From an optimization exercise on the open Yosys and OpenROAD flow, aimed at small area, a short achievable clock period and few clock cycles per item; shortcuts taken in it are not production practice. At most, simulation tests tie the RTL to the original design; equivalence was not proved. For run 7, only the layout was checked, not whether the RTL still works. Power and IR drop assume default switching activity.

[flow/design.v]
package rtip_pkg;
  localparam int ACC_WIDTH_DEF    = 64;
  localparam int OFFSET_WIDTH_DEF = 8;
  localparam int BASE_W           = 6;
  localparam int CHAR_W           = 8;
  localparam int CFG_INDEX_W      = 8;
  localparam int CFG_DATA_W       = 8;
  localparam int CODE_W           = 7;
  localparam logic [CFG_INDEX_W-1:0] CFG_NUMBER_BASE = CFG_INDEX_W'(0);
  localparam logic [CFG_INDEX_W-1:0] CFG_SIGNED_MODE = CFG_INDEX_W'(1);
  localparam logic [2:0] PH_START = 3'd0;   
  localparam logic [2:0] PH_SIGN  = 3'd1;   
  localparam logic [2:0] PH_AZ    = 3'd2;   
  localparam logic [2:0] PH_AZX   = 3'd3;   
  localparam logic [2:0] PH_HZ    = 3'd4;   
  localparam logic [2:0] PH_DIG   = 3'd5;   
  localparam logic [2:0] PH_STOP  = 3'd6;   
  localparam logic [1:0] AR_10 = 2'd0;
  localparam logic [1:0] AR_8  = 2'd1;
  localparam logic [1:0] AR_16 = 2'd2;
endpackage
import rtip_pkg::*;
module rtip_step (
  input  logic [rtip_pkg::CHAR_W-1:0] char_code,
  input  logic                        last_char,
  output logic [rtip_pkg::CODE_W-1:0] code
);
  logic       is_dig;
  logic [3:0] dval;
  always_comb begin
    is_dig = 1'b0;
    dval   = {3'b000, (char_code == 8'h78) || (char_code == 8'h58)};
    if (char_code >= 8'h30 && char_code <= 8'h39) begin
      is_dig = 1'b1;
      dval   = char_code[3:0];
    end else if ((char_code >= 8'h61 && char_code <= 8'h66) ||
                 (char_code >= 8'h41 && char_code <= 8'h46)) begin
      is_dig = 1'b1;
      dval   = char_code[3:0] + 4'd9;
    end
  end
  assign code = {last_char, char_code == 8'h2d, is_dig, dval};
endmodule
module rtip_add #(
  parameter int W = 64
) (
  input  logic [W-1:0] a,
  input  logic [W-1:0] b,
  input  logic         ci,
  output logic [W-1:0] s
);
  localparam int L = 6;   
  logic [W-1:0] p;
  logic [W-1:0] gg [0:2*L-1];
  logic [W-1:0] pp [0:2*L-1];
  assign p     = a ^ b;
  assign gg[0] = a & b;
  assign pp[0] = p;
  genvar l, i;
  generate
    for (l = 0; l < L; l++) begin : up
      for (i = 0; i < W; i++) begin : bt
        if ((i % (2 << l)) == (2 << l) - 1) begin : op
          assign gg[l+1][i] = gg[l][i] | (pp[l][i] & gg[l][i-(1<<l)]);
          assign pp[l+1][i] = pp[l][i] & pp[l][i-(1<<l)];
        end else begin : pass
          assign gg[l+1][i] = gg[l][i];
          assign pp[l+1][i] = pp[l][i];
        end
      end
    end
    for (l = L - 1; l >= 1; l--) begin : dn
      for (i = 0; i < W; i++) begin : bt
        if ((i % (1 << l)) == (1 << (l-1)) - 1 && i >= (1 << l)) begin : op
          assign gg[2*L-l][i] = gg[2*L-l-1][i] | (pp[2*L-l-1][i] & gg[2*L-l-1][i-(1<<(l-1))]);
          assign pp[2*L-l][i] = pp[2*L-l-1][i] & pp[2*L-l-1][i-(1<<(l-1))];
        end else begin : pass
          assign gg[2*L-l][i] = gg[2*L-l-1][i];
          assign pp[2*L-l][i] = pp[2*L-l-1][i];
        end
      end
    end
  endgenerate
  assign s = p ^ {gg[2*L-1][W-2:0] | (pp[2*L-1][W-2:0] & {(W-1){ci}}), ci};
endmodule
import rtip_pkg::*;
module radix_integer_text_parser #(
  parameter int ACC_WIDTH    = rtip_pkg::ACC_WIDTH_DEF,
  parameter int OFFSET_WIDTH = rtip_pkg::OFFSET_WIDTH_DEF,
  parameter int OUT_W        = ((ACC_WIDTH + OFFSET_WIDTH + 7) / 8) * 8
) (
  input  logic                               clk,
  input  logic                               rst,
  input  logic                               cfg_valid,
  output logic                               cfg_ready,
  input  logic [rtip_pkg::CFG_INDEX_W-1:0]   cfg_index,
  input  logic [rtip_pkg::CFG_DATA_W-1:0]    cfg_data,
  input  logic                               s_axis_tvalid,
  output logic                               s_axis_tready,
  input  logic [rtip_pkg::CHAR_W-1:0]        s_axis_tdata,
  input  logic                               s_axis_tlast,
  output logic                               m_axis_tvalid,
  input  logic                               m_axis_tready,
  output logic [OUT_W-1:0]                   m_axis_tdata
);
  logic [BASE_W-1:0] cfg_base;
  logic              cfg_sgn;
  assign cfg_ready = 1'b1;
  always_ff @(posedge clk) begin
    if (rst) begin
      cfg_base <= '0;
      cfg_sgn  <= 1'b0;
    end else if (cfg_valid) begin
      if (cfg_index == CFG_NUMBER_BASE) cfg_base <= cfg_data[BASE_W-1:0];
      if (cfg_index == CFG_SIGNED_MODE) cfg_sgn  <= cfg_data[0];
    end
  end
  logic auto, hexm, cfast;
  assign auto  = (cfg_base == '0);
  assign hexm  = (cfg_base == 6'd16);
  assign cfast = (cfg_base == 6'd8) || (cfg_base == 6'd10) || hexm;
  logic [CODE_W-1:0] in_code, s1_c, sk_c;
  logic              s1_v, sk_v, s1_adv, in_hs, s1_load, enter_slow;
  rtip_step u_dec (.char_code(s_axis_tdata), .last_char(s_axis_tlast), .code(in_code));
  assign s_axis_tready = !sk_v;
  assign in_hs         = s_axis_tvalid && !sk_v;
  assign s1_load       = !s1_v || s1_adv;
  always_ff @(posedge clk) begin
    if (rst) begin
      s1_v <= 1'b0;
      sk_v <= 1'b0;
    end else if (s1_load) begin
      s1_v <= sk_v || in_hs;
      sk_v <= 1'b0;
    end else if (in_hs) begin
      sk_v <= 1'b1;
    end
  end
  always_ff @(posedge clk) begin
    if (s1_load)         s1_c      <= sk_v ? sk_c : in_code;
    else if (enter_slow) s1_c[3:0] <= 4'd0;   
    if (in_hs)           sk_c      <= in_code;
  end
  logic [2:0]              ph, nph;
  logic [1:0]              ar, nar;
  logic                    neg, nneg;
  logic [OFFSET_WIDTH-1:0] off;
  logic [ACC_WIDTH-1:0]    acc;
  logic                    m_v;
  logic                    busy;
  logic [5:0]              cnt;
  logic [5:0]              h;
  logic                    xen, xinv, y10, y16, ysh, c10, fin;
  logic [3:0] d;
  logic       is_dig, is_m, is_x, last, is_0;
  assign d      = s1_c[3:0];
  assign is_dig = s1_c[4];
  assign is_m   = s1_c[5];
  assign last   = s1_c[6];
  assign is_x   = !is_dig && d[0];
  assign is_0   = is_dig && (d == 4'd0);
  logic              start, fast, dlt;
  logic [BASE_W-1:0] radix;
  assign start = (ph == PH_START);
  assign radix = !auto ? cfg_base : (ar == AR_8) ? 6'd8 : (ar == AR_16) ? 6'd16 : 6'd10;
  assign fast  = auto || cfast;
  assign dlt   = is_dig && (auto ? ((ar == AR_16) || (ar == AR_10 && d < 4'd10) || !d[3])
                                 : ((cfg_base[5:4] != 2'b00) || (d < cfg_base[3:0])));
  logic take, acc_take, acc_zero;
  logic [1:0] inc;
  always_comb begin
    nph      = ph;
    nar      = ar;
    nneg     = neg;
    inc      = 2'd0;
    take     = 1'b0;
    acc_take = 1'b0;
    acc_zero = 1'b0;
    case (ph)
      PH_START, PH_SIGN: begin
        if (start) begin
          nneg     = 1'b0;
          acc_zero = 1'b1;
        end
        if (start && cfg_sgn && is_m) begin
          nph  = PH_SIGN;
          inc  = 2'd1;
          nneg = 1'b1;
        end else if (auto && is_0) begin
          nph = PH_AZ;
          nar = AR_8;
          inc = 2'd1;
        end else if (hexm && is_0) begin
          nph = PH_HZ;
          inc = 2'd1;
        end else begin
          take = 1'b1;
        end
      end
      PH_AZ: begin
        if (is_x) begin
          nph = PH_AZX;
          nar = AR_16;
        end else begin
          take = 1'b1;
        end
      end
      PH_AZX: begin
        if (is_dig) take = 1'b1;
        else        nph  = PH_STOP;
      end
      PH_HZ: begin
        if (is_x) begin
          nph = PH_DIG;
          inc = 2'd1;
        end else begin
          take = 1'b1;
        end
      end
      PH_DIG: take = 1'b1;
      default: ;
    endcase
    if (take) begin
      if (dlt) begin
        nph      = PH_DIG;
        inc      = (ph == PH_AZX) ? 2'd2 : 2'd1;
        acc_take = 1'b1;
      end else begin
        nph = PH_STOP;
      end
    end
    if (last) begin
      nph = PH_START;
      nar = AR_10;
    end
  end
  logic stop_now, neg_now, mv_now;
  assign stop_now = (ph != PH_STOP) && (nph == PH_STOP);
  assign neg_now  = nneg && (stop_now || (last && ph != PH_STOP));
  assign mv_now   = last && !neg_now;
  logic need_slow, blocked, slow_done;
  assign need_slow  = acc_take && !start && !fast;
  assign slow_done  = busy && (cnt == 6'd63);
  assign blocked    = start && ((m_v && !m_axis_tready) || xinv);
  assign s1_adv     = s1_v && !blocked && (!need_slow || slow_done);
  assign enter_slow = s1_v && need_slow && !busy;
  logic [6:0]           t;
  logic                 sg, dh;
  logic [ACC_WIDTH-1:0] xa, ya, sum;
  logic                 c1;
  assign t   = {1'b0, h} + (acc[0] ? {1'b0, radix} : 7'd0);
  assign sg  = !(ysh || xinv);
  assign dh  = sg && d[3];
  assign xa  = (xen  ? {acc[ACC_WIDTH-4:0], 3'b000} : '0) |
               (xinv ? ~acc : '0) |
               {{(ACC_WIDTH-3){1'b0}}, dh && c10, dh && c10, 1'b0} |
               {{(ACC_WIDTH-3){1'b0}}, sg ? d[2:1] : 2'b00, 1'b0};
  assign ya  = (y10 ? (acc << 1) : '0) | (y16 ? (acc << 3) : '0) |
               (ysh ? {t[0], acc[ACC_WIDTH-1:1]} : '0) |
               {{(ACC_WIDTH-3){1'b0}}, dh && !c10, dh && !c10, 1'b0};
  assign c1  = dh || (xinv && !acc[0]);
  assign sum[0] = (sg && d[0]) || (xinv && acc[0]) || (ysh && acc[1]);
  rtip_add #(.W(ACC_WIDTH-1)) u_add (
    .a  (xa[ACC_WIDTH-1:1]),
    .b  (ya[ACC_WIDTH-1:1]),
    .ci (c1),
    .s  (sum[ACC_WIDTH-1:1])
  );
  logic acc_en, acc_hold;
  assign acc_en   = busy || xinv || (s1_adv && acc_take);
  assign acc_hold = !acc_en && !(s1_adv && acc_zero);
  logic       ph_n_start, busy_n, xinv_n, cls10_n, cls16_n;
  logic [1:0] ar_n;
  assign ph_n_start = s1_adv ? (nph == PH_START) : start;
  assign ar_n       = s1_adv ? nar : ar;
  assign busy_n     = enter_slow || (busy && !slow_done);
  assign xinv_n     = s1_adv && neg_now;
  assign cls10_n    = auto ? (ar_n == AR_10) : (cfg_base == 6'd10);
  assign cls16_n    = auto ? (ar_n == AR_16) : hexm;
  logic [OFFSET_WIDTH:0] off_sum;
  assign off_sum = (start ? '0 : {1'b0, off}) + (OFFSET_WIDTH+1)'(inc);
  always_ff @(posedge clk) begin
    if (rst) begin
      ph   <= PH_START;
      ar   <= AR_10;
      m_v  <= 1'b0;
      busy <= 1'b0;
      xen  <= 1'b0;
      xinv <= 1'b0;
      y10  <= 1'b0;
      y16  <= 1'b0;
      ysh  <= 1'b0;
      c10  <= 1'b0;
      fin  <= 1'b0;
    end else begin
      if (s1_adv) begin
        ph <= nph;
        ar <= nar;
      end
      if ((s1_adv && mv_now) || (xinv && fin)) m_v <= 1'b1;
      else if (m_axis_tready)                  m_v <= 1'b0;
      busy <= busy_n;
      xinv <= xinv_n;
      fin  <= s1_adv && neg_now && last;
      xen  <= !ph_n_start && !busy_n && !xinv_n;
      y10  <= !ph_n_start && !busy_n && !xinv_n && cls10_n;
      y16  <= !ph_n_start && !busy_n && !xinv_n && cls16_n;
      ysh  <= busy_n;
      c10  <= cls10_n;
    end
  end
  always_ff @(posedge clk) begin
    acc <= (sum & {ACC_WIDTH{acc_en}}) | (acc & {ACC_WIDTH{acc_hold}});
    if (busy) begin
      h   <= t[6:1];
      cnt <= cnt + 6'd1;
    end else begin
      h   <= {2'b00, d};
      cnt <= '0;
    end
    if (s1_adv) begin
      neg <= nneg;
      off <= off_sum[OFFSET_WIDTH] ? '1 : off_sum[OFFSET_WIDTH-1:0];
    end
  end
  assign m_axis_tvalid = m_v;
  assign m_axis_tdata  = OUT_W'({off, acc});
endmodule
[flow/run.sh]
#!/bin/bash
# synth_recipe.tcl (not shown) runs the flow's synth.tcl, then flattens the netlist and writes it again
# the make line also repeats each setting of config.mk as NAME=value (left out here)
make -C /OpenROAD-flow-scripts/flow DESIGN_CONFIG=/design/flow/config.mk WORK_HOME=/design/flow/orfs CLKGATE_MAP_FILE= SYNTH_SCRIPT=/design/flow/synth_recipe.tcl finish
[flow/config.mk]
export PLATFORM = sky130hd
export DESIGN_NAME = radix_integer_text_parser
export DESIGN_NICKNAME = radix_integer_text_parser
export VERILOG_FILES = /design/flow/design.v
export SDC_FILE = /design/flow/constraint.sdc
export NUM_CORES = 4
export LEC_CHECK = 0
export CAP_MARGIN = 20
export CORE_MARGIN = 2
export CORE_UTILIZATION = 40
export SETUP_SLACK_MARGIN = 5
export SLEW_MARGIN = 20
[flow/constraint.sdc]
create_clock -name core_clock -period 9.0 [get_ports {clk}]
set_input_delay 1.8000 -clock core_clock [delete_from_list [all_inputs] [get_ports {clk}]]
set_output_delay 1.8000 -clock core_clock [all_outputs]
set_load 0.01 [all_outputs]
==> flow_summary_export.csv, run 1 <==
group,metric,value,unit
status,outcome,"no timing/DRC/antenna violations",
floorplan,die_w,157,µm
detailed_routing,antenna_left,0,
sta,setup_viol,0,
worst_setup_path,end_kind,"flop",
logic_synthesis,ys.flop_type,"dfxtp_1",
logic_synthesis,synth_xor_area_share,5.43,%
worst_setup_path,path_class,"flop to flop",
finish,nets,1357,
sta,skew,0.0111,ns
clock_network,h-tree-depth,4,
floorplan,std_cell_rows,55,
finish,seqCellArea,2660,µm²
clock_network,cts_made_buffers,17,
logic_synthesis,synth.area.top_cells,"dfxtp_1 21%, ha_1 11%, edfxtp_1 7.4%",
logic_synthesis,synth_common_cells,"148 x nand2_1, 122 x o21ai_0, 98 x dfxtp_1",
sta,hold_slack,0.441,ns
logic_synthesis,synth_top_family_by_area,"compound AO/OA/AOI/OAI gates",
floorplan,die_area,24600,µm²
sta,fin_crit_sh,42.2,%
finish,fillerInstances,2191,
logic_synthesis,yosys_warnings,5,
pwr,worst_ir_drop_vdd,0.0805,mV
sta,hold_violations,0,
detailed_routing,vias,9037,
sta,fmax,263,MHz
place,dp_hpwl,16900,µm
logic_synthesis,syn-num-nets,1282,
grt,globalRouteTotalUtil,21.6,%
detailed_routing,drc,0,
worst_setup_path,worst_setup_path_start_kind,"flop",
clock_network,cts_tree,"built",
clock_network,clock_latency,0.42,ns
worst_setup_path,rr_worst_depth,14,
finish,final_cells,1568,
logic_synthesis,ys_seq_area_share,28.3,%
pwr,p_leak,0.00500,µW
finish,multi_input_area,6230,µm²
detailed_routing,wirelength,26500,µm
worst_setup_path,crit_fanout,37,
clock_network,clockBufferDepth,2,
logic_synthesis,async_flop_share,0,%
sta,tightest_slew,0.922,ns
place,portBuffers,101,
logic_synthesis,synth_top_area_cell,"dfxtp_1",
worst_setup_path,crit_arrival,4.11,ns
sta,min_period,3.80,ns
logic_synthesis,synth.most_common_cell,"nand2_1",
detailed_routing,wire_per_inst,16.9,µm
place,placed_area,10600,µm²
sta,tns,0,ns
detailed_routing,vias_per_cell,5.76,
worst_setup_path,worstPathRequired,9.31,ns
floorplan,start_util,41.1,%
finish,final_layout_size_suffix_gt1_share,7.65,%
grt,grt-ovfl-total,0,
clock_network,clkTransAtPathRegs,0.06,ns
detailed_routing,drt_iter0_markers,929,
logic_synthesis,avgSynthCellArea,8.02,µm²
clock_network,root_buffer,"clkbuf_16",
logic_synthesis,ys_ff_latch,121,
finish,area_delta_synth_final,22.3,%
flow_run,maxCapViolCount,0,
finish,num_antenna_cells,0,
logic_synthesis,synth_compound_area_share,28.0,%
grt,grt_pass1_vias,8510,
logic_synthesis,synth_edf_count,23,
logic_synthesis,yosys.area_share.simple,18.0,%
finish,fin_area,11400,µm²
place,gp_congestion,0.860,
detailed_routing,firstDrtPassIters,8,
floorplan,ios,105,
logic_synthesis,synthAdderAreaFrac,11.6,%
floorplan,core_area,22800,µm²
logic_synthesis,yosysTopAreaCellShare,21.0,%
sta,slew_viol_final,0,
grt,grt_max_degree,74,
logic_synthesis,synth_area,9360,µm²
clock_network,clock_sinks,121,
grt,antenna_found_initial,0,
logic_synthesis,yosysUniqueCellTypes,78,
sta,rsz0062_at_grt,"true",
logic_synthesis,synthCells,1167,
sta,slew_headroom,38.1,%
floorplan,dieHeight,157,µm
grt,grt_pass1_wl,43500,µm
worst_hold_path,min_path_type,"flop to flop",
pwr,power_density,140,nW/µm²
logic_synthesis,synthMuxAreaShare,2.00,%
worst_hold_path,min_path_cells,1,
place,dp_cells,1531,
worst_setup_path,regToRegSetupSlack,5.20,ns
[layer usage]
layer	wire, µm	part of all wire (%)	GRT usage [%]
met2	12200	46	35.4
met1	12700	48	29.9
met5	0	0	0
met3	1420	5.3	3.14
met4	250	0.94	5.33
[power breakdown]
part,switching [µW],internal [µW],total [µW]
clock network,284,442,726
registers,38.9,580,619
logic,152,100,252
total,475,1120,1600
[layout by cell type, fill, tap and decap left out, types with 18 or more instances in the layout]
master,n
a21oi_1,63
clkdlybuf4s50_1,101
xor2_1,24
edfxtp_1,23
a222oi_1,60
a21o_1,20
nand3_1,18
dfxtp_1,93
nand2_1,148
xnor2_1,34
ha_1,80
inv_1,96
o21ai_0,120
clkbuf_16,18
nor2_1,50
[cell type report]
class / instances / area share, %
sequential: 121 / 23.3
multi-input combinational: 888 / 54.5
clock buffer: 17 / 3.72
inverter: 99 / 3.25
clock inverter: 15 / 1.66
timing repair buffer: 115 / 10.2
tap: 313 / 3.42
[logic make-up after synthesis]
kind of cell / count (synthesis)
AOI/OAI and AO/OA: 384
xor gates and xnor gates: 58
adders and majority gates: 85
buffers and inverters: 158
DFF: 121
muxes: 18
other: 1
and+or+nand+nor: 342
[per-stage QoR]
| step | power [µW] | util (%) | setup slack (ns) |
|---|---|---|---|
| after CTS | 1610 | 49.4 | 4.90 |
| final | 1600 | 50.2 | 5.20 |
| after floorplan | 780 | - | 5.22 |
| after detailed placement | 878 | 46.6 | 4.38 |
| after global routing | 1660 | 50.2 | 4.92 |
| after global placement | 875 | 46.6 | 4.40 |
[worst paths after layout]
check / start / end
setup / recovery: ysh / acc[63]
hold / removal: cnt[0] / cnt[0]
setup reg to reg: ysh / acc[63]
hold reg to reg: cnt[0] / cnt[0]
[state kept, by name, summed over array words and instances, names as in the netlist]
register	count
c10	1
y16	1
xinv	1
ph	3
cfg_base	6
sk_c	7
ar	2
neg	1
acc	64
y10	1
h	6
s1_c	7
ysh	1
fin	1
off	8
m_v	1
cfg_sgn	1
cnt	6
xen	1
s1_v	1
sk_v	1
[worst max-delay path: stages, from the launching register on]
cell and delay, ns:
dfxtp_4 0.41, buf_16 0.20, a222oi_1 0.33, inv_1 0.08, ha_1 0.33, a21oi_1 0.15
o21ai_1 0.12, a221oi_2 0.34, o311ai_0 0.26, a21oi_4 0.27, a21oi_4 0.10, o21ai_2 0.22
a21oi_2 0.11, or4_1 0.50, a32o_1 0.25
[what timing repair did]
| item | CTS | global route |
|---|---|---|
| hold buffers | 0 | 0 |
| hold endpoints to repair | 0 | 0 |
| endpoints found under the setup margin | 67 | 27 |
| setup buffers | 1 | 3 |
| resized for setup | 6 | 32 |
| pin swaps | 1 | 10 |
| gates cloned | 0 | 1 |
Testbench counts, summed over its fixed seeds: cycles 28,666, chars 28,066.
==> run 2, diff against run 1 <==
--- a/flow/config.mk
+++ b/flow/config.mk
@@ -7,6 +7,8 @@
 export LEC_CHECK = 0
 export CAP_MARGIN = 20
 export CORE_MARGIN = 2
-export CORE_UTILIZATION = 40
+export CORE_UTILIZATION = 55
+export CTS_BUF_LIST = sky130_fd_sc_hd__clkbuf_8
+export PLACE_DENSITY = 0.75
 export SETUP_SLACK_MARGIN = 5
 export SLEW_MARGIN = 20
==> run 2 against run 1 <==
Compared with the run above: critical path depth did not move; hold slack better by 0.0019 ns; non-clock buffer count down 1; clock power shrank 25%; worst setup slack worse by 0.17 ns; global-route usage rose by 5.7 points; maximum frequency decreased by 4.3%; core utilization grew 16 points; still clean on timing, DRC and antenna; via count grew 1.6%; largest cell class unchanged.
==> flow_summary_export.csv, run 2 <==
group,metric,value,unit
sta,min_period,3.97,ns
flow_run,maxCapViolCount,0,
sta,setup_viol,0,
pwr,seqPwrFrac,43.7,%
clock_network,clock_sinks,121,
logic_synthesis,async_flop_share,0,%
status,outcome,"no timing/DRC/antenna violations",
worst_hold_path,hp-start,"cnt[0]",
worst_hold_path,min_path_type,"flop to flop",
finish,largest_register_ffs,64,
finish,reg.largest.list,"acc x64, off x8",
detailed_routing,drt_iter0_markers,798,
finish,area_delta_synth_final,17.9,%
logic_synthesis,synth_common_cells,"148 x nand2_1, 122 x o21ai_0, 98 x dfxtp_1",
worst_setup_path,crit_family,"compound AO/OA/AOI/OAI gates",
logic_synthesis,synthCells,1167,
clock_network,cts_made_buffers,17,
pwr,netSwitchingFraction,30.5,%
grt,antenna_found_initial,0,
logic_synthesis,yosysTopAreaCellShare,21.0,%
logic_synthesis,ys_ff_latch,121,
logic_synthesis,synth_top_area_cell,"dfxtp_1",
floorplan,die_w,134,µm
sta,fmax,252,MHz
finish,most-common-layout-cells,"148 x nand2_1, 121 x o21ai_0, 101 x clkdlybuf4s50_1",
logic_synthesis,yosysUniqueCellTypes,78,
pwr,p_comb_share,17.6,%
floorplan,start_util,56.5,%
grt,grt_pass1_vias,8504,
sta,skew,0.0158,ns
sta,hold_violations,0,
sta,slew_headroom,30.4,%
grt,grt-busiest-layer,"met2",
grt,globalRouteTotalUtil,27.3,%
detailed_routing,antenna_left,0,
clock_network,clkTransAtPathRegs,0.09,ns
floorplan,std_cell_rows,47,
grt,grt_max_degree,66,
clock_network,cts_tree,"built",
sta,tightest_slew,1.04,ns
pwr,pwr-share-clk,38.7,%
worst_setup_path,startpoint,"xinv",
place,dp_cells,1436,
logic_synthesis,ys_seq_area_share,28.3,%
logic_synthesis,synth_edf_count,23,
grt,met3_usage,4.77,%
logic_synthesis,synth.most_common_cell,"nand2_1",
place,portBuffers,101,
worst_setup_path,crit_fanout,39,
worst_setup_path,cpMostUsedCell,"a21oi_2",
grt,use_met1,37.4,%
worst_setup_path,path_class,"flop to flop",
clock_network,postCtsHoldBufs,0,
pwr,power_density,128,nW/µm²
sta,finalWorstSetupSlack,5.03,ns
floorplan,die_area,18100,µm²
pwr,p_leak,0.00492,µW
clock_network,clockBufferDepth,2,
sta,fin_crit_sh,44.1,%
worst_setup_path,cp_slowest_cell,"or4_1",
clock_network,root_buffer,"clkbuf_8",
grt,grt_pass1_wl,40900,µm
detailed_routing,vias_per_cell,6.23,
logic_synthesis,synth.area.top_cells,"dfxtp_1 21%, ha_1 11%, edfxtp_1 7.4%",
finish,utilization,66.6,%
grt,grt-ovfl-total,0,
clock_network,clock_latency,0.46,ns
finish,num_antenna_cells,0,
place,dpl_worst_slack,4.08,ns
detailed_routing,drc,0,
pwr,worst_ir_drop_vdd,0.0817,mV
worst_setup_path,critPathBufInv,2,
place,dp_hpwl,16000,µm
clock_network,h-tree-depth,4,
worst_setup_path,slowest_delay,0.51,ns
logic_synthesis,avgSynthCellArea,8.02,µm²
logic_synthesis,syn-num-nets,1282,
floorplan,dieHeight,134,µm
place,gp_congestion,0.862,
detailed_routing,wire_per_inst,16.7,µm
floorplan,core_area,16600,µm²
pwr,switchingPower,430,µW
logic_synthesis,yosys_warnings,5,
worst_setup_path,worst_r2r_startpoint,"xinv",
finish,nets,1356,
worst_setup_path,worst_setup_path_start_kind,"flop",
sta,rsz0062_at_grt,"true",
finish,final_cells,1474,
detailed_routing,firstDrtPassIters,9,
pwr,total_power,1410,µW
grt,grt_use_met2,43.4,%
pwr,internal-power,980,µW
finish,layout_commonest_cell,"nand2_1",
worst_setup_path,worstPathCellList,"inv_8, buf_6, o21ai_0, ha_1, a21oi_1, nor2_1, a211oi_2, o2111ai_1, a21oi_2, a21oi_2, o21ai_1, a21oi_2, or4_1, a32o_1",
worst_setup_path,end_kind,"flop",
detailed_routing,wirelength,24500,µm
detailed_routing,vias,9181,
worst_setup_path,crit_arrival,4.32,ns
floorplan,ios,105,
sta,slew_viol_final,0,
logic_synthesis,ys.flop_type,"dfxtp_1",
sta,tns,0,ns
worst_setup_path,worstPathRequired,9.35,ns
finish,regMostFlops,"acc",
logic_synthesis,synth_area,9360,µm²
finish,final_layout_size_suffix_gt1_share,6.86,%
run 2: cell count changes in the layout (fill, tap and decap cells not counted), sizes merged:
cell / previous run / this run
clkbuf: 18 / 17
clkinv: 7 / 6
bufinv: 3 / 4
run 2: final timing paths:
path              to  slack (ns)  depth (start not counted)
max reg2reg  acc[63]        5.03                         14
max          acc[63]        5.03                         14
min reg2reg   cnt[0]        0.44                          1
min           cnt[0]        0.44                          1
run 2: kinds of logic after synthesis:
family,after synthesis,share of synthesized area [%]
AOI/OAI and AO/OA,384,28.0
xor gates and xnor gates,58,5.43
adders and majority gates,85,11.6
buffers and inverters,158,6.59
DFF,121,28.3
muxes,18,2.00
other,1,0.0401
and+or+nand+nor,342,18.0
run 2: final cells by class:
cell class	count	area, µm²
clock buffers	17	234
clock inverters	15	199
fillers	1441	5540
inverters	99	379
multi-input cells	888	6160
flip-flops and latches	121	2660
well taps	220	275
repair buffers	114	1140
run 2: metal layers:
layer | part of all wire, % | vias up
li1 | - | 4459
met1 | 46 | 4363
met2 | 46 | 316
met3 | 6.7 | 43
met4 | 1.9 | 0
met5 | 0 | -
run 2: through the flow:
stage | area (µm²) | hold slack, ns
5_1_grt | 11000 | 0.480
3_3_place_gp | 10500 | 0.430
6_report | 11000 | 0.443
2_1_floorplan | 9360 | 0.414
4_1_cts | 11000 | 0.449
3_5_place_dp | 10500 | 0.436
run 2: power groups by stage:
stage / Clock [µW] / Sequential (µW) / Combinational, µW
2_1_floorplan: 0 / 619 / 162
3_3_place_gp: 0 / 628 / 240
3_5_place_dp: 0 / 628 / 244
4_1_cts: 555 / 616 / 245
5_1_grt: 576 / 621 / 272
6_report: 546 / 617 / 248
run 2: timing repair:
| action | CTS | global route |
|---|---|---|
| setup endpoints to repair | 49 | 37 |
| setup buffers | 3 | 3 |
| cloned | 0 | 0 |
| gates resized for setup | 8 | 16 |
| pin swaps | 3 | 6 |
==> run 3, diff against run 2 <==
==> flow/flow/run.sh (new file) <==
#!/bin/bash
set -euo pipefail
bash standard.sh \
  "BUFFER_PORTS_ARGS=-buffer_cell sky130_fd_sc_hd__buf_1" \
  finish > make.log 2>&1
==> flow/standard.sh (new file) <==
#!/bin/bash
# synth_recipe.tcl (not shown) runs the flow's synth.tcl, then flattens the netlist and writes it again
# the make line also repeats each setting of config.mk as NAME=value (left out here)
make -C /OpenROAD-flow-scripts/flow DESIGN_CONFIG=/design/flow/config.mk WORK_HOME=/design/flow/orfs CLKGATE_MAP_FILE= SYNTH_SCRIPT=/design/flow/synth_recipe.tcl "${@:-finish}"
--- a/flow/config.mk
+++ b/flow/config.mk
@@ -9,6 +9,7 @@
 export CORE_MARGIN = 2
 export CORE_UTILIZATION = 55
 export CTS_BUF_LIST = sky130_fd_sc_hd__clkbuf_8
+export GPL_TIMING_DRIVEN = 0
 export PLACE_DENSITY = 0.75
 export SETUP_SLACK_MARGIN = 5
 export SLEW_MARGIN = 20
removed: flow/run.sh
==> run 3 against run 2 <==
Compared with the run above: synthesized cell count unchanged; clock skew decreased by 0.0028 ns; design area decreased by 2.1%; maximum frequency increased by 2.0%; critical path type unchanged; total power decreased by 1.8%; die area unchanged; synthesized area unchanged; global-route usage increased by 1.7 points.
==> flow_summary_export.csv, run 3 <==
group,metric,value,unit
sta,slew_headroom,31.4,%
finish,layout_commonest_cell,"nand2_1",
logic_synthesis,yosysTopAreaCellShare,21.0,%
pwr,worst_ir_drop_vdd,0.108,mV
place,portBuffers,100,
finish,num_antenna_cells,0,
logic_synthesis,synth_top_area_cell,"dfxtp_1",
logic_synthesis,yosysUniqueCellTypes,78,
detailed_routing,drc,0,
clock_network,clock_sinks,121,
clock_network,postCtsHoldBufs,0,
place,gp_congestion,0.927,
clock_network,h-tree-depth,4,
worst_setup_path,path_class,"flop to flop",
worst_setup_path,startpoint,"ysh",
place,dpl_worst_slack,4.11,ns
worst_setup_path,crit_arrival,4.25,ns
grt,grt_max_degree,19,
grt,grt-ovfl-total,0,
sta,rsz0062_at_grt,"true",
logic_synthesis,synthCells,1167,
finish,reg.largest.list,"acc x64, off x8",
clock_network,root_buffer,"clkbuf_8",
floorplan,die_area,18100,µm²
worst_setup_path,crit_fanout,10,
finish,area_delta_synth_final,15.4,%
clock_network,clock_latency,0.47,ns
flow_run,maxCapViolCount,0,
floorplan,ios,105,
floorplan,std_cell_rows,47,
floorplan,start_util,56.5,%
status,outcome,"no timing/DRC/antenna violations",
logic_synthesis,async_flop_share,0,%
worst_setup_path,worst_r2r_startpoint,"ysh",
detailed_routing,wire_per_inst,17.3,µm
worst_setup_path,end_kind,"flop",
logic_synthesis,ys.flop_type,"dfxtp_1",
detailed_routing,drt_iter0_markers,1198,
finish,most-common-layout-cells,"148 x nand2_1, 118 x o21ai_0, 101 x buf_1",
logic_synthesis,synth_common_cells,"148 x nand2_1, 122 x o21ai_0, 98 x dfxtp_1",
sta,fin_crit_sh,43.2,%
worst_setup_path,worst_setup_path_start_kind,"flop",
sta,hold_violations,0,
logic_synthesis,synth_area,9360,µm²
logic_synthesis,synth.most_common_cell,"nand2_1",
grt,antenna_found_initial,0,
clock_network,cts_tree,"built",
floorplan,dieHeight,134,µm
logic_synthesis,avgSynthCellArea,8.02,µm²
floorplan,die_w,134,µm
detailed_routing,wirelength,26400,µm
place,dp_hpwl,18800,µm
detailed_routing,vias_per_cell,6.16,
clock_network,cts_made_buffers,17,
grt,globalRouteTotalUtil,29.0,%
logic_synthesis,ys_seq_area_share,28.3,%
finish,largest_register_ffs,64,
clock_network,clockBufferDepth,2,
sta,slew_viol_final,0,
sta,skew,0.0130,ns
sta,min_period,3.89,ns
worst_hold_path,hp-start,"cnt[0]",
clock_network,clkTransAtPathRegs,0.09,ns
finish,final_layout_size_suffix_gt1_share,10.5,%
grt,grt_pass1_wl,42700,µm
sta,finalWorstSetupSlack,5.11,ns
logic_synthesis,ys_ff_latch,121,
logic_synthesis,yosys_warnings,5,
sta,tightest_slew,1.02,ns
grt,grt_pass1_vias,8639,
detailed_routing,vias,9426,
pwr,power_density,128,nW/µm²
detailed_routing,firstDrtPassIters,9,
sta,tns,0,ns
logic_synthesis,synth_edf_count,23,
sta,setup_viol,0,
pwr,p_leak,0.00483,µW
floorplan,core_area,16600,µm²
sta,fmax,257,MHz
detailed_routing,antenna_left,0,
worst_hold_path,min_path_type,"flop to flop",
logic_synthesis,syn-num-nets,1282,
finish,regMostFlops,"acc",
logic_synthesis,synth.area.top_cells,"dfxtp_1 21%, ha_1 11%, edfxtp_1 7.4%",
finish,nets,1413,
worst_setup_path,worstPathRequired,9.37,ns
run 3: cell counts after synthesis:
Identical to the previous run, type by type.
run 3: metrics by stage:
step / instances / hold WS [ns] / utilization [%] / total power [µW] / instance area (µm²)
floorplan: 1167 / 0.414 / - / 780 / 9360
global placement: 1487 / 0.432 / 60.4 / 861 / 10000
detailed placement: 1487 / 0.438 / 60.4 / 865 / 10000
CTS: 1524 / 0.450 / 63.5 / 1380 / 10500
global route: 1531 / 0.481 / 65.2 / 1440 / 10800
finish: 1531 / 0.444 / 65.2 / 1390 / 10800
run 3: power by group:
part	switching, µW	internal [µW]	total, µW
clock	265	257	522
sequential	34.6	579	614
combinational	165	84.6	250
run 3: final timing paths:
check,to,slack (ns),cells past startpoint
worst max register to register,acc[51],5.11,16
worst min register to register,cnt[0],0.44,1
worst min-delay path,cnt[0],0.44,1
worst max-delay path,acc[51],5.11,16
run 3: layout make-up:
type                       instances  area (µm²)
tap                              220         275
multi-input combinational        888        6320
clock inverter                    15         179
inverter                          99         374
buffer                            59         304
fill                            1449        5780
sequential                       121        2650
clock buffer                      17         234
timing repair buffer             112         465
run 3: what timing repair did:
action,CTS,global route
pin swaps,7,18
resized for setup,26,88
endpoints found under the hold margin,0,0
endpoints found under the setup margin,46,36
gates cloned,0,0
buffers inserted,5,7
run 3: cell families (layout without fill, tap and decap cells):
| kind of cell | Yosys count | in the layout | share of synthesized area, % |
|---|---|---|---|
| adder cells (fa/ha/maj) | 85 | 85 | 11.6 |
| flip-flops | 121 | 121 | 28.3 |
| XOR/XNOR | 58 | 58 | 5.43 |
| AO/OA/AOI/OAI | 384 | 384 | 28.0 |
| AND/OR/NAND/NOR | 342 | 342 | 18.0 |
| multiplexers | 18 | 18 | 2.00 |
| other | 1 | 1 | 0.0401 |
| buffers and inverters | 158 | 302 | 6.59 |
run 3: critical path, stage by stage, from the launching register on:
cell	delay (ns)
dfxtp_2	0.35
buf_6	0.16
clkbuf_4	0.20
a222oi_1	0.33
inv_1	0.08
ha_2	0.39
and4_4	0.27
nand3_4	0.12
or4_4	0.56
a21oi_4	0.22
o21ai_4	0.11
buf_4	0.16
buf_4	0.13
a21boi_2	0.17
o21a_1	0.17
o21ai_0	0.11
a32o_1	0.26
run 3: routing by layer:
metal | GRT usage, % | vias up | wire length [µm]
li1 | - | 4571 | -
met1 | 40.4 | 4428 | 11600
met2 | 45.9 | 392 | 12200
met3 | 5.37 | 35 | 2060
met4 | 8.77 | 0 | 461
met5 | 0 | - | 0
==> run 4, diff against run 3 <==
==> flow/flow/run.sh (replaced) <==
#!/bin/bash
set -euo pipefail
bash standard.sh \
  "BUFFER_PORTS_ARGS=-buffer_cell sky130_fd_sc_hd__buf_1" \
  SETUP_SLACK_MARGIN=5.2 \
  finish > make.log 2>&1
--- a/flow/config.mk
+++ b/flow/config.mk
@@ -9,7 +9,6 @@
 export CORE_MARGIN = 2
 export CORE_UTILIZATION = 55
 export CTS_BUF_LIST = sky130_fd_sc_hd__clkbuf_8
-export GPL_TIMING_DRIVEN = 0
 export PLACE_DENSITY = 0.75
 export SETUP_SLACK_MARGIN = 5
 export SLEW_MARGIN = 20
==> run 4 against run 3 <==
Compared with the run above: non-clock buffer count shrank 51; sequential cell count stayed put; largest cell class unchanged; still clean; largest power group unchanged; critical path depth is 3 lower; critical endpoint is now acc[63]; highest routed layer unchanged.
==> flow_summary_export.csv, run 4 <==
group,metric,value,unit
status,outcome,"no timing/DRC/antenna violations",
worst_setup_path,end_kind,"flop",
logic_synthesis,synth_area,9360,µm²
detailed_routing,wirelength,24900,µm
finish,layout_commonest_cell,"nand2_1",
sta,min_period,3.72,ns
worst_setup_path,rr_worst_depth,13,
place,portBuffers,101,
finish,area_delta_synth_final,13.4,%
finish,most-common-layout-cells,"148 x nand2_1, 121 x o21ai_0, 101 x buf_1",
floorplan,core_area,16600,µm²
logic_synthesis,yosysTopAreaCellShare,21.0,%
flow_run,maxCapViolCount,0,
grt,grt_pass1_wl,40600,µm
grt,globalRouteTotalUtil,27.1,%
logic_synthesis,ys_ff_latch,121,
sta,setup_viol,0,
logic_synthesis,async_flop_share,0,%
finish,fillerInstances,1476,
grt,grt_pass1_vias,8431,
sta,fmax,269,MHz
clock_network,clock_latency,0.46,ns
sta,finalWorstSetupSlack,5.28,ns
floorplan,start_util,56.5,%
logic_synthesis,synth.area.top_cells,"dfxtp_1 21%, ha_1 11%, edfxtp_1 7.4%",
logic_synthesis,yosys_warnings,5,
worst_setup_path,startpoint,"s1_c[3]",
logic_synthesis,yosys.area_share.simple,18.0,%
worst_setup_path,slowest_delay,0.54,ns
logic_synthesis,synth.most_common_cell,"nand2_1",
finish,seqCellArea,2660,µm²
sta,tns,0,ns
detailed_routing,firstDrtPassIters,9,
worst_setup_path,cp_slowest_cell,"edfxtp_1",
logic_synthesis,synth_common_cells,"148 x nand2_1, 122 x o21ai_0, 98 x dfxtp_1",
finish,final_layout_size_suffix_gt1_share,8.81,%
worst_setup_path,path_class,"flop to flop",
floorplan,ios,105,
floorplan,die_area,18100,µm²
detailed_routing,drt_iter0_markers,1084,
worst_setup_path,worst_setup_path_start_kind,"flop",
logic_synthesis,synth_top_family_by_area,"compound AO/OA/AOI/OAI gates",
detailed_routing,wl_met1,11000,µm
pwr,worst_ir_drop_vdd,0.0934,mV
grt,antenna_found_initial,0,
finish,multi_input_area,6340,µm²
clock_network,clkTransAtPathRegs,0.08,ns
clock_network,h-tree-depth,4,
finish,final_cells,1480,
logic_synthesis,avgSynthCellArea,8.02,µm²
clock_network,clock_sinks,121,
sta,tightest_slew,0.849,ns
logic_synthesis,ys.flop_type,"dfxtp_1",
detailed_routing,vias,9221,
sta,rsz0062_at_grt,"true",
grt,grt_max_degree,83,
detailed_routing,antenna_left,0,
floorplan,dieHeight,134,µm
pwr,p_leak,0.00468,µW
worst_setup_path,crit_end,"acc[63]",
floorplan,die_w,134,µm
sta,hold_slack,0.449,ns
floorplan,std_cell_rows,47,
sta,hold_violations,0,
pwr,power_density,124,nW/µm²
logic_synthesis,syn-num-nets,1282,
logic_synthesis,synth_compound_area_share,28.0,%
logic_synthesis,synthAdderAreaFrac,11.6,%
worst_setup_path,r2r_end,"acc[63]",
place,dp_hpwl,15900,µm
clock_network,root_buffer,"clkbuf_8",
logic_synthesis,synthMuxAreaShare,2.00,%
detailed_routing,vias_per_cell,6.23,
sta,slew_headroom,42.6,%
worst_hold_path,min_path_type,"flop to flop",
logic_synthesis,yosysUniqueCellTypes,78,
grt,grt-ovfl-total,0,
place,dp_cells,1437,
logic_synthesis,ys_seq_area_share,28.3,%
finish,nets,1362,
logic_synthesis,synth_top_area_cell,"dfxtp_1",
detailed_routing,drc,0,
sta,fin_crit_sh,41.3,%
detailed_routing,wire_per_inst,16.8,µm
place,dpl_worst_slack,4.22,ns
place,gp_congestion,0.911,
finish,largest_register_ffs,64,
worst_setup_path,worst_r2r_startpoint,"s1_c[3]",
finish,reg.largest.list,"acc x64, off x8",
logic_synthesis,synthCells,1167,
logic_synthesis,synth_xor_area_share,5.43,%
sta,skew,0.00799,ns
detailed_routing,routed.top_layer,"met4",
worst_setup_path,regToRegSetupSlack,5.28,ns
clock_network,cts_made_buffers,17,
worst_setup_path,crit_arrival,4.08,ns
worst_setup_path,worstPathCellList,"nor4b_2, a221o_1, ha_1, a21oi_1, o21ai_0, a21oi_2, a21oi_4, o21ai_4, a21oi_4, o21ai_2, a21oi_2, or4_1, a32o_1",
sta,slew_viol_final,0,
worst_setup_path,crit_fanout,8,
clock_network,cts_tree,"built",
finish,regMostFlops,"acc",
logic_synthesis,synth_edf_count,23,
clock_network,clockBufferDepth,2,
detailed_routing,wl_met3,1980,µm
finish,num_antenna_cells,0,
worst_setup_path,worstPathRequired,9.36,ns
detailed_routing,wl_met2,11400,µm
## run 4: cell counts after synthesis
No cell type changed its count.
## run 4: layout make-up
| class | count | area share, % |
|---|---|---|
| Multi-Input combinational cell | 888 | 59.7 |
| Tap cell | 220 | 2.59 |
| Timing Repair Buffer | 120 | 5.64 |
| Clock buffer | 17 | 2.20 |
| Inverter | 99 | 3.57 |
| Clock inverter | 15 | 1.23 |
| Sequential cell | 121 | 25.1 |
## run 4: cells by family after synthesis
logic type,Yosys count
flops,121
simple gates,342
compound gates,384
mux,18
buf+inv,158
xor+xnor,58
other cells,1
fa+ha+maj,85
## run 4: critical path: cells and delay by family (launching register included)
family | cells | cell delay, ns
adder cells (fa/ha/maj) | 1 | 0.34
flip-flops | 1 | 0.54
AND/OR/NAND/NOR | 2 | 0.73
AO/OA/AOI/OAI | 10 | 2.00
## run 4: worst min-delay path by stage
| stage | to | slack (ns) | cells past startpoint | start |
|---|---|---|---|---|
| 2_1_floorplan | cnt[0] | 0.41 | 1 | cnt[0] |
| 3_3_place_gp | cnt[0] | 0.43 | 1 | cnt[0] |
| 3_5_place_dp | cnt[0] | 0.44 | 1 | cnt[0] |
| 4_1_cts | cnt[0] | 0.45 | 1 | cnt[0] |
| 5_1_grt | cnt[0] | 0.50 | 1 | cnt[0] |
| 6_report | cnt[0] | 0.45 | 1 | cnt[0] |
## run 4: power breakdown
group          switching, µW  internal (µW)
clock                    246            217
sequential              37.5            579
combinational            154           80.0
## run 4: through the flow
stage	area, µm²	utilization, %	total power (µW)
finish	10600	64.0	1310
global route	10600	64.0	1380
global placement	9860	59.4	844
CTS	10300	62.1	1310
floorplan	9360	-	780
detailed placement	9860	59.4	849
## run 4: timing repair
item	in CTS	in global routing
hold buffers	0	0
cloned	0	2
endpoints found under the setup margin	61	37
setup buffers	1	8
gates resized for setup	15	40
pin swaps	1	21
## run 4: layer usage
layer / vias to the layer above / global-route usage, %
met3: 39 / 4.58
met5: - / 0
met4: 0 / 10.0
li1: 4463 / -
met1: 4349 / 37.3
met2: 370 / 42.9
==> run 5, diff against run 4 <==
==> flow/flow/run.sh (replaced) <==
#!/bin/bash
set -euo pipefail
bash standard.sh \
  "BUFFER_PORTS_ARGS=-buffer_cell sky130_fd_sc_hd__buf_1" \
  finish > make.log 2>&1
==> run 5 against run 4 <==
Compared with the run above: still clean; sequential share of layout area increased by 0.71 points; clock-buffer cell count unchanged; wire length decreased by 3.3%; core utilization decreased by 1.9 points; total power decreased by 0.70%; sequential power about the same; critical path type unchanged.
==> flow_summary_export.csv, run 5 <==
group,metric,value,unit
sta,min_period,3.81,ns
logic_synthesis,yosys_warnings,5,
pwr,internal-power,872,µW
logic_synthesis,synth_common_cells,"148 x nand2_1, 122 x o21ai_0, 98 x dfxtp_1",
sta,rsz0062_at_grt,"true",
clock_network,cts_made_buffers,17,
detailed_routing,wire_per_inst,16.4,µm
sta,skew,0.0113,ns
grt,antenna_found_initial,0,
pwr,p_comb_share,17.3,%
logic_synthesis,yosysUniqueCellTypes,78,
grt,grt_max_degree,83,
grt,grt_pass1_vias,8430,
logic_synthesis,synth.area.top_cells,"dfxtp_1 21%, ha_1 11%, edfxtp_1 7.4%",
worst_setup_path,cpMostUsedCell,"a21oi_2",
detailed_routing,antenna_left,0,
worst_setup_path,critPathBufInv,2,
finish,nets,1352,
worst_setup_path,path_class,"flop to flop",
clock_network,cts_tree,"built",
floorplan,ios,105,
detailed_routing,wirelength,24100,µm
place,gp_congestion,0.911,
pwr,seqPwrFrac,47.2,%
finish,area_delta_synth_final,10.1,%
finish,num_antenna_cells,0,
worst_hold_path,min_path_type,"flop to flop",
logic_synthesis,async_flop_share,0,%
sta,tns,0,ns
sta,hold_slack,0.448,ns
worst_setup_path,worst_setup_path_start_kind,"flop",
worst_setup_path,crit_fanout,38,
floorplan,die_area,18100,µm²
logic_synthesis,synth.most_common_cell,"nand2_1",
status,outcome,"no timing/DRC/antenna violations",
logic_synthesis,yosysTopAreaCellShare,21.0,%
floorplan,core_area,16600,µm²
grt,grt-ovfl-total,0,
pwr,power_density,127,nW/µm²
floorplan,die_w,134,µm
finish,reg.largest.list,"acc x64, off x8",
finish,layout_commonest_cell,"nand2_1",
clock_network,clkTransAtPathRegs,0.08,ns
clock_network,clockBufferDepth,2,
sta,slew_headroom,28.4,%
logic_synthesis,avgSynthCellArea,8.02,µm²
sta,setup_viol,0,
sta,tightest_slew,1.07,ns
pwr,total_power,1300,µW
clock_network,clock_sinks,121,
pwr,p_leak,0.00461,µW
finish,most-common-layout-cells,"148 x nand2_1, 122 x o21ai_0, 101 x buf_1",
sta,fin_crit_sh,42.4,%
clock_network,clock_latency,0.46,ns
detailed_routing,drt_iter0_markers,1104,
logic_synthesis,synthCells,1167,
finish,final_layout_size_suffix_gt1_share,6.32,%
grt,globalRouteTotalUtil,27.1,%
pwr,worst_ir_drop_vdd,0.0934,mV
floorplan,start_util,56.5,%
clock_network,root_buffer,"clkbuf_8",
worst_setup_path,worstPathCellList,"inv_8, buf_6, o21ai_0, ha_1, a21oi_1, nor2_1, a211oi_2, o2111ai_2, a21oi_2, a21oi_4, o21ai_1, a21oi_2, or4_1, a32o_1",
pwr,pwr-share-clk,35.5,%
detailed_routing,vias,9106,
logic_synthesis,syn-num-nets,1282,
worst_setup_path,end_kind,"flop",
logic_synthesis,synth_top_area_cell,"dfxtp_1",
worst_setup_path,slowest_delay,0.50,ns
detailed_routing,firstDrtPassIters,10,
logic_synthesis,ys_seq_area_share,28.3,%
finish,regMostFlops,"acc",
detailed_routing,vias_per_cell,6.19,
place,dp_hpwl,15900,µm
floorplan,std_cell_rows,47,
clock_network,h-tree-depth,4,
detailed_routing,drc,0,
floorplan,dieHeight,134,µm
grt,grt_pass1_wl,40600,µm
clock_network,postCtsHoldBufs,0,
sta,slew_viol_final,0,
sta,hold_violations,0,
pwr,switchingPower,433,µW
place,portBuffers,101,
worst_setup_path,crit_arrival,4.17,ns
logic_synthesis,synth_area,9360,µm²
worst_setup_path,cp_slowest_cell,"or4_1",
flow_run,maxCapViolCount,0,
sta,fmax,262,MHz
logic_synthesis,synth_edf_count,23,
logic_synthesis,ys_ff_latch,121,
logic_synthesis,ys.flop_type,"dfxtp_1",
finish,largest_register_ffs,64,
pwr,netSwitchingFraction,33.1,%
worst_setup_path,crit_family,"compound AO/OA/AOI/OAI gates",
worst_setup_path,worstPathRequired,9.35,ns
==> run 5: path summary, 6_finish.rpt <==
path / startpoint / endpoint / slack [ns] / depth (start not counted)
setup / recovery: xinv / acc[63] / 5.19 / 14
hold / removal: cnt[0] / cnt[0] / 0.45 / 1
setup reg to reg: xinv / acc[63] / 5.19 / 14
hold reg to reg: cnt[0] / cnt[0] / 0.45 / 1
==> run 5: worst register-to-register path, stage by stage (launching register included) <==
cell and delay [ns]:
dfxtp_2 0.40, inv_8 0.17, buf_6 0.28, o21ai_0 0.17, ha_1 0.36, a21oi_1 0.16
nor2_1 0.07, a211oi_2 0.33, o2111ai_2 0.26, a21oi_2 0.31, a21oi_4 0.11, o21ai_1 0.23
a21oi_2 0.11, or4_1 0.50, a32o_1 0.25
==> run 5: routing by layer <==
layer	global-route usage [%]	wire length, µm
met5	0	0
met4	10.4	531
met3	4.69	1980
met2	42.7	10900
met1	37.2	10700
==> run 5: stage by stage <==
| step | cells | area [µm²] | utilization (%) | worst slack [ns] |
|---|---|---|---|---|
| 2_1_floorplan | 1167 | 9360 | - | 5.22 |
| 6_report | 1470 | 10300 | 62.2 | 5.19 |
| 4_1_cts | 1469 | 10200 | 61.8 | 5.00 |
| 3_3_place_gp | 1437 | 9860 | 59.4 | 4.24 |
| 5_1_grt | 1470 | 10300 | 62.2 | 4.96 |
| 3_5_place_dp | 1437 | 9860 | 59.4 | 4.22 |
==> run 5: power by group through the flow <==
stage	Clock, µW	Combinational [µW]	Sequential [µW]
after floorplan	0	162	619
after global placement	0	217	626
after detailed placement	0	222	627
after CTS	475	223	615
after global routing	497	252	620
final	463	226	616
==> run 5: repair_timing <==
action                                  CTS  global route
pin swaps                                 1             7
gates resized for setup                   7            11
endpoints found under the setup margin   46            20
buffers inserted                          0             1
==> run 5: logic make-up after synthesis <==
group | Yosys count | synth area share (%)
other | 1 | 0.0401
flip-flops | 121 | 28.3
XOR/XNOR | 58 | 5.43
multiplexers | 18 | 2.00
AND/OR/NAND/NOR | 342 | 18.0
buffers and inverters | 158 | 6.59
adder cells (fa/ha/maj) | 85 | 11.6
AO/OA/AOI/OAI | 384 | 28.0
==> run 5: layout make-up <==
type / count / area, µm²
clock buffers: 17 / 234
clock inverters: 15 / 130
fillers: 1519 / 6270
inverters: 99 / 379
multi-input cells: 888 / 6160
flip-flops and latches: 121 / 2660
well taps: 220 / 275
repair buffers: 110 / 474
==> run 6, diff against run 5 <==
--- a/flow/config.mk
+++ b/flow/config.mk
@@ -8,7 +8,7 @@
 export CAP_MARGIN = 20
 export CORE_MARGIN = 2
 export CORE_UTILIZATION = 55
-export CTS_BUF_LIST = sky130_fd_sc_hd__clkbuf_8
+export CTS_BUF_LIST = sky130_fd_sc_hd__clkbuf_4
 export PLACE_DENSITY = 0.75
 export SETUP_SLACK_MARGIN = 5
 export SLEW_MARGIN = 20
==> run 6 against run 5 <==
Compared with the run above: first-iteration DRC count is 4.2% lower; sequential cell count is the same; synthesized area stayed put; design area fell by 0.78%; still clean; sequential power about the same.
==> flow_summary_export.csv, run 6 <==
group,metric,value,unit
status,outcome,"no timing/DRC/antenna violations",
pwr,netSwitchingFraction,34.4,%
finish,reg.largest.list,"acc x64, off x8",
detailed_routing,vias_per_cell,6.20,
worst_hold_path,hp-start,"cnt[0]",
detailed_routing,wirelength,24000,µm
logic_synthesis,synth.most_common_cell,"nand2_1",
clock_network,cts_made_buffers,17,
clock_network,cts_tree,"built",
worst_setup_path,startpoint,"xinv",
worst_setup_path,path_class,"flop to flop",
logic_synthesis,ys.flop_type,"dfxtp_1",
clock_network,clkTransAtPathRegs,0.12,ns
worst_setup_path,worst_setup_path_start_kind,"flop",
pwr,p_comb_share,18.6,%
worst_setup_path,regToRegSetupSlack,5.16,ns
place,dpl_worst_slack,4.22,ns
logic_synthesis,yosysTopAreaCellShare,21.0,%
sta,fmax,261,MHz
sta,tightest_slew,1.08,ns
logic_synthesis,synth_top_area_cell,"dfxtp_1",
sta,slew_headroom,28.0,%
grt,globalRouteTotalUtil,26.9,%
logic_synthesis,avgSynthCellArea,8.02,µm²
detailed_routing,antenna_left,0,
worst_setup_path,worst_r2r_startpoint,"xinv",
finish,layout_commonest_cell,"nand2_1",
floorplan,die_area,18100,µm²
pwr,worst_ir_drop_vdd,0.0658,mV
floorplan,core_area,16600,µm²
sta,hold_slack,0.453,ns
floorplan,start_util,56.5,%
floorplan,std_cell_rows,47,
logic_synthesis,synth_area,9360,µm²
grt,grt_pass1_vias,8395,
pwr,pwr-share-clk,30.6,%
logic_synthesis,yosysUniqueCellTypes,78,
detailed_routing,drc,0,
detailed_routing,wire_per_inst,16.3,µm
logic_synthesis,synth.area.top_cells,"dfxtp_1 21%, ha_1 11%, edfxtp_1 7.4%",
pwr,p_leak,0.00456,µW
flow_run,maxCapViolCount,0,
grt,grt-ovfl-total,0,
floorplan,dieHeight,134,µm
sta,fin_crit_sh,42.6,%
worst_setup_path,worstPathRequired,9.46,ns
detailed_routing,drt_iter0_markers,1058,
logic_synthesis,synth_common_cells,"148 x nand2_1, 122 x o21ai_0, 98 x dfxtp_1",
sta,slew_viol_final,0,
floorplan,die_w,134,µm
logic_synthesis,syn-num-nets,1282,
finish,most-common-layout-cells,"148 x nand2_1, 122 x o21ai_0, 101 x buf_1",
logic_synthesis,async_flop_share,0,%
grt,antenna_found_initial,1,
pwr,seqPwrFrac,50.8,%
worst_setup_path,r2r_end,"acc[63]",
worst_setup_path,crit_fanout,38,
pwr,power_density,119,nW/µm²
floorplan,ios,105,
worst_hold_path,min_path_cells,1,
place,gp_congestion,0.911,
clock_network,postCtsHoldBufs,0,
finish,regMostFlops,"acc",
worst_setup_path,crit_arrival,4.30,ns
worst_setup_path,rr_worst_depth,14,
sta,hold_violations,0,
grt,grt_pass1_wl,40300,µm
finish,final_layout_size_suffix_gt1_share,6.71,%
grt,grt_max_degree,83,
clock_network,h-tree-depth,4,
finish,area_delta_synth_final,9.26,%
pwr,internal-power,796,µW
logic_synthesis,ys_seq_area_share,28.3,%
worst_setup_path,end_kind,"flop",
worst_hold_path,hold_end,"cnt[0]",
clock_network,clockBufferDepth,2,
finish,largest_register_ffs,64,
clock_network,clock_latency,0.56,ns
pwr,switchingPower,417,µW
detailed_routing,vias,9139,
logic_synthesis,ys_ff_latch,121,
sta,min_period,3.84,ns
worst_hold_path,min_path_type,"flop to flop",
sta,finalWorstSetupSlack,5.16,ns
sta,setup_viol,0,
finish,nets,1353,
place,portBuffers,101,
sta,tns,0,ns
logic_synthesis,synthCells,1167,
clock_network,root_buffer,"clkbuf_4",
detailed_routing,firstDrtPassIters,12,
place,dp_hpwl,15900,µm
logic_synthesis,yosys_warnings,5,
logic_synthesis,synth_edf_count,23,
sta,skew,0.0146,ns
clock_network,clock_sinks,121,
sta,rsz0062_at_grt,"true",
==> run 6: logic make-up (layout without fill, tap and decap cells) <==
| logic type | after synthesis | after routing | synth area share (%) |
|---|---|---|---|
| other cells | 1 | 4 | 0.0401 |
| mux | 18 | 18 | 2.00 |
| xor+xnor | 58 | 58 | 5.43 |
| fa+ha+maj | 85 | 85 | 11.6 |
| buf+inv | 158 | 242 | 6.59 |
| compound gates | 384 | 384 | 28.0 |
| flops | 121 | 121 | 28.3 |
| simple gates | 342 | 342 | 18.0 |
==> run 6: worst max-delay path, stage by stage (launching register included) <==
cell and delay, ns:
dfxtp_2 0.42, inv_8 0.17, buf_6 0.28, o21ai_0 0.14
ha_1 0.36, a21oi_1 0.16, nor2_1 0.07, a211oi_2 0.33
o2111ai_2 0.26, a21oi_2 0.31, a21oi_4 0.11, o21ai_1 0.22
a21oi_2 0.11, or4_1 0.50, a32o_1 0.25
==> run 6: worst max path at each step <==
stage	cells after the start	slack, ns	to
floorplan	16	5.22	acc[63]
global placement	14	4.24	acc[63]
detailed placement	14	4.22	acc[63]
CTS	14	5.00	acc[63]
global route	14	4.93	acc[63]
finish	14	5.16	acc[63]
==> run 6: layout make-up <==
cell class              count  area [µm²]
fillers                  1533        6350
clock inverters            14         126
clock buffers              18         135
well taps                 220         275
inverters                  99         379
flip-flops and latches    121        2660
repair buffers            111         479
multi-input cells         888        6170
diodes                      3        7.51
==> run 6: per-stage QoR <==
| step | util [%] | power [µW] | area (µm²) | cells |
|---|---|---|---|---|
| after floorplan | - | 780 | 9360 | 1167 |
| after global placement | 59.4 | 844 | 9860 | 1437 |
| after CTS | 61.2 | 1220 | 10100 | 1469 |
| after global routing | 61.7 | 1280 | 10200 | 1474 |
| after detailed placement | 59.4 | 849 | 9860 | 1437 |
| final | 61.7 | 1210 | 10200 | 1474 |
==> run 6: power groups by stage <==
stage          clock, µW  combinational, µW  sequential [µW]
3_3_place_gp           0                217              626
4_1_cts              384                223              615
6_report             371                226              616
2_1_floorplan          0                162              619
5_1_grt              406                252              621
3_5_place_dp           0                222              627
==> run 6: routing by layer <==
layer	share of wire, %	global-route usage (%)	vias up	wire (µm)
met5	0	0	-	0
met4	2.0	9.88	0	482
met3	8.7	5.18	43	2090
met2	45	42.4	391	10800
met1	44	36.8	4256	10600
li1	-	-	4449	-
==> run 6: timing repair <==
item | in CTS | in global routing
gates resized for setup | 7 | 15
pin swaps | 1 | 7
setup buffers | 0 | 1
cloned | 0 | 0
setup endpoints to repair | 46 | 23
==> run 7, diff against run 6 <==
--- a/flow/design.v
+++ b/flow/design.v
@@ -115,15 +115,17 @@
       if (cfg_index == CFG_SIGNED_MODE) cfg_sgn  <= cfg_data[0];
     end
   end
-  logic auto, hexm, cfast;
+  logic auto, hexm, cfast, fast;
   assign auto  = (cfg_base == '0);
   assign hexm  = (cfg_base == 6'd16);
   assign cfast = (cfg_base == 6'd8) || (cfg_base == 6'd10) || hexm;
   logic [CODE_W-1:0] in_code, s1_c, sk_c;
+  logic [5:0]        h, cnt;
   logic              s1_v, sk_v, s1_adv, in_hs, s1_load, enter_slow;
   rtip_step u_dec (.char_code(s_axis_tdata), .last_char(s_axis_tlast), .code(in_code));
-  assign s_axis_tready = !sk_v;
-  assign in_hs         = s_axis_tvalid && !sk_v;
+  assign s_axis_tready = !sk_v && !(!fast && s1_v);
+  assign in_hs         = s_axis_tvalid && s_axis_tready;
+  assign sk_c          = {cnt[0], h};
   assign s1_load       = !s1_v || s1_adv;
   always_ff @(posedge clk) begin
     if (rst) begin
@@ -139,7 +141,6 @@
   always_ff @(posedge clk) begin
     if (s1_load)         s1_c      <= sk_v ? sk_c : in_code;
     else if (enter_slow) s1_c[3:0] <= 4'd0;   
-    if (in_hs)           sk_c      <= in_code;
   end
   logic [2:0]              ph, nph;
   logic [1:0]              ar, nar;
@@ -148,8 +149,6 @@
   logic [ACC_WIDTH-1:0]    acc;
   logic                    m_v;
   logic                    busy;
-  logic [5:0]              cnt;
-  logic [5:0]              h;
   logic                    xen, xinv, y10, y16, ysh, c10, fin;
   logic [3:0] d;
   logic       is_dig, is_m, is_x, last, is_0;
@@ -159,7 +158,7 @@
   assign last   = s1_c[6];
   assign is_x   = !is_dig && d[0];
   assign is_0   = is_dig && (d == 4'd0);
-  logic              start, fast, dlt;
+  logic              start, dlt;
   logic [BASE_W-1:0] radix;
   assign start = (ph == PH_START);
   assign radix = !auto ? cfg_base : (ar == AR_8) ? 6'd8 : (ar == AR_16) ? 6'd16 : 6'd10;
@@ -314,7 +313,9 @@
     if (busy) begin
       h   <= t[6:1];
       cnt <= cnt + 6'd1;
-    end else begin
+    end else if (in_hs && !s1_load) begin
+      {cnt[0], h} <= in_code;
+    end else if (!sk_v) begin
       h   <= {2'b00, d};
       cnt <= '0;
     end
==> flow/flow/run.sh (replaced) <==
#!/bin/bash
# The standard layout, with the smallest buffer on the ports and a tighter setup repair
# target. Each make step keeps its own log under orfs/logs; make's output goes to make.log.
set -euo pipefail
bash standard.sh \
  "BUFFER_PORTS_ARGS=-buffer_cell sky130_fd_sc_hd__buf_1" \
  SETUP_SLACK_MARGIN=5 \
  finish > make.log 2>&1
--- a/flow/config.mk
+++ b/flow/config.mk
@@ -8,7 +8,7 @@
 export CAP_MARGIN = 20
 export CORE_MARGIN = 2
 export CORE_UTILIZATION = 55
-export CTS_BUF_LIST = sky130_fd_sc_hd__clkbuf_4
+export CTS_BUF_LIST = sky130_fd_sc_hd__clkbuf_8
 export PLACE_DENSITY = 0.75
 export SETUP_SLACK_MARGIN = 5
 export SLEW_MARGIN = 20
==> run 7 against run 6 <==
Compared with the run above: hold slack improved by 0.072 ns; combinational power decreased by 12%; critical endpoint is now acc[27]; clock power is 41% higher; synthesized cell count rose by 3.3%; sequential share of layout area down 1.4 points; total power grew 7.5%; register-to-register slack improved by 0.05 ns; worst setup slack gained 0.051 ns; maximum frequency grew 1.4%; largest cell class unchanged; critical path depth down 1; sequential cell count decreased by 7; design area grew 2.3%.
==> flow_summary_export.csv, run 7 <==
group,metric,value,unit
flow_run,maxCapViolCount,0,
finish,largest_register_ffs,64,
detailed_routing,drt_iter0_markers,1170,
worst_setup_path,crit_fanout,82,
worst_setup_path,cp_slowest_cell,"a221oi_2",
clock_network,clock_latency,0.48,ns
worst_setup_path,slowest_delay,0.44,ns
sta,tightest_slew,0.904,ns
grt,grt-busiest-layer,"met2",
pwr,p_leak,0.00478,µW
grt,use_met1,37.2,%
sta,hold_violations,0,
floorplan,start_util,55.6,%
worst_setup_path,path_class,"flop to flop",
logic_synthesis,synth_area,9520,µm²
clock_network,clkTransAtPathRegs,0.08,ns
floorplan,die_w,136,µm
logic_synthesis,synthCells,1206,
logic_synthesis,syn-num-nets,1321,
clock_network,cts_tree,"built",
logic_synthesis,async_flop_share,0,%
place,dp_hpwl,16800,µm
grt,met3_usage,4.94,%
finish,layout_commonest_cell,"nand2_1",
logic_synthesis,ys_seq_area_share,26.9,%
detailed_routing,wirelength,25400,µm
clock_network,postCtsHoldBufs,0,
grt,grt_pass1_vias,8647,
pwr,worst_ir_drop_vdd,0.0909,mV
logic_synthesis,synth_edf_count,28,
finish,reg.largest.list,"acc x64, off x8, s1_c x7",
clock_network,clock_sinks,114,
worst_hold_path,min_path_type,"flop to flop",
place,dpl_worst_slack,4.46,ns
sta,slew_headroom,39.7,%
worst_setup_path,critPathBufInv,2,
detailed_routing,antenna_left,0,
logic_synthesis,avgSynthCellArea,7.89,µm²
floorplan,dieHeight,136,µm
worst_setup_path,crit_family,"compound AO/OA/AOI/OAI gates",
floorplan,die_area,18400,µm²
finish,final_layout_size_suffix_gt1_share,6.07,%
finish,most-common-layout-cells,"170 x nand2_1, 112 x o21ai_0, 104 x inv_1",
logic_synthesis,ys.flop_type,"dfxtp_1",
place,dp_cells,1477,
floorplan,std_cell_rows,48,
sta,skew,0.0124,ns
sta,rsz0062_at_grt,"false",
logic_synthesis,synth.area.top_cells,"dfxtp_1 18%, ha_1 11%, edfxtp_1 8.8%",
worst_setup_path,cpMostUsedCell,"a21o_1",
grt,grt_max_degree,83,
floorplan,core_area,17100,µm²
sta,min_period,3.78,ns
clock_network,clockBufferDepth,2,
grt,grt-ovfl-total,0,
detailed_routing,vias,9510,
floorplan,ios,105,
finish,utilization,61.1,%
finish,fillerInstances,1587,
finish,num_antenna_cells,0,
detailed_routing,firstDrtPassIters,9,
worst_setup_path,worst_setup_path_start_kind,"flop",
logic_synthesis,yosysTopAreaCellShare,18.1,%
sta,tns,0,ns
logic_synthesis,synth.most_common_cell,"nand2_1",
grt,grt_use_met2,44.8,%
worst_setup_path,worstPathCellList,"buf_8, a222oi_1, inv_1, ha_1, a21o_1, a21o_1, a221oi_2, a21oi_1, o21ai_1, a21boi_1, o21a_1, or3_1, a32o_1",
place,portBuffers,101,
status,outcome,"no timing/DRC/antenna violations",
detailed_routing,vias_per_cell,6.30,
finish,final_cells,1510,
[run 7: changes by cell type in the layout (fill, tap and decap cells not counted), sizes merged, moves of 8 or more]
cell	change
o31ai	+12
o21bai	-10
o21ai	-8
xnor2	-15
a21o	+10
dfxtp	-12
nand2	+22
inv	+11
nor2	+23
[run 7: layout make-up]
class	instances	area, µm²	area share [%]
clock buffers	17	234	2.24
clock inverters	15	184	1.76
inverters	106	405	3.88
multi-input cells	922	6310	60.3
flip-flops and latches	114	2570	24.6
well taps	225	282	2.69
repair buffers	111	477	4.56
[run 7: worst reg2reg max path, delay by kind of cell, from the launching register on]
family / cells / cell delay (ns)
flip-flops: 1 / 0.32
AND/OR/NAND/NOR: 1 / 0.32
buffers and inverters: 2 / 0.32
AO/OA/AOI/OAI: 9 / 2.39
adder cells (fa/ha/maj): 1 / 0.35
[run 7: metal layers]
metal,vias to the layer above,part of all wire (%)
li1,4615,-
met1,4501,45
met2,354,47
met3,40,7.1
met4,0,1.5
met5,-,0
[run 7: cells by family (layout without fill, tap and decap cells)]
group / Yosys count / after routing / synth area share [%]
AOI/OAI and AO/OA: 410 / 410 / 30.6
and+or+nand+nor: 370 / 370 / 18.5
buffers and inverters: 170 / 249 / 7.19
DFF: 114 / 114 / 26.9
adders and majority gates: 85 / 85 / 11.4
xor gates and xnor gates: 40 / 40 / 3.68
muxes: 16 / 16 / 1.70
other: 1 / 1 / 0.0394
[run 7: worst paths after layout]
path / from / to / slack [ns] / depth (start not counted)
setup / recovery: ysh / acc[27] / 5.22 / 13
hold / removal: acc[63] / acc[63] / 0.53 / 2
setup reg to reg: ysh / acc[27] / 5.22 / 13
hold reg to reg: acc[63] / acc[63] / 0.53 / 2
[run 7: stage by stage]
step                cell area, µm²  hold slack, ns  total power, µW
floorplan                     9520           0.487              729
global placement              9970           0.507              783
detailed placement            9970           0.527              787
CTS                          10400           0.537             1300
global route                 10500           0.561             1360
finish                       10500           0.525             1300
[run 7: power breakdown]
part           switching [µW]  internal (µW)
Combinational             136           63.3
Clock                     248            276
Sequential               31.8            549
Total                     415            889
[run 7: what timing repair did]
action,CTS,global route
resized for setup,5,12
endpoints found under the setup margin,31,15
buffers inserted,0,1
pin swaps,0,2
hold endpoints to repair,0,0
cloned,0,0

Check on run 7: ideal ports give 5.215 ns setup slack; a clkbuf_16 on the clock port and buf_2 on the inputs give 5.215 ns; moving port delays by the midpoint clock arrival (0.513 ns) as well gives 4.858 ns.
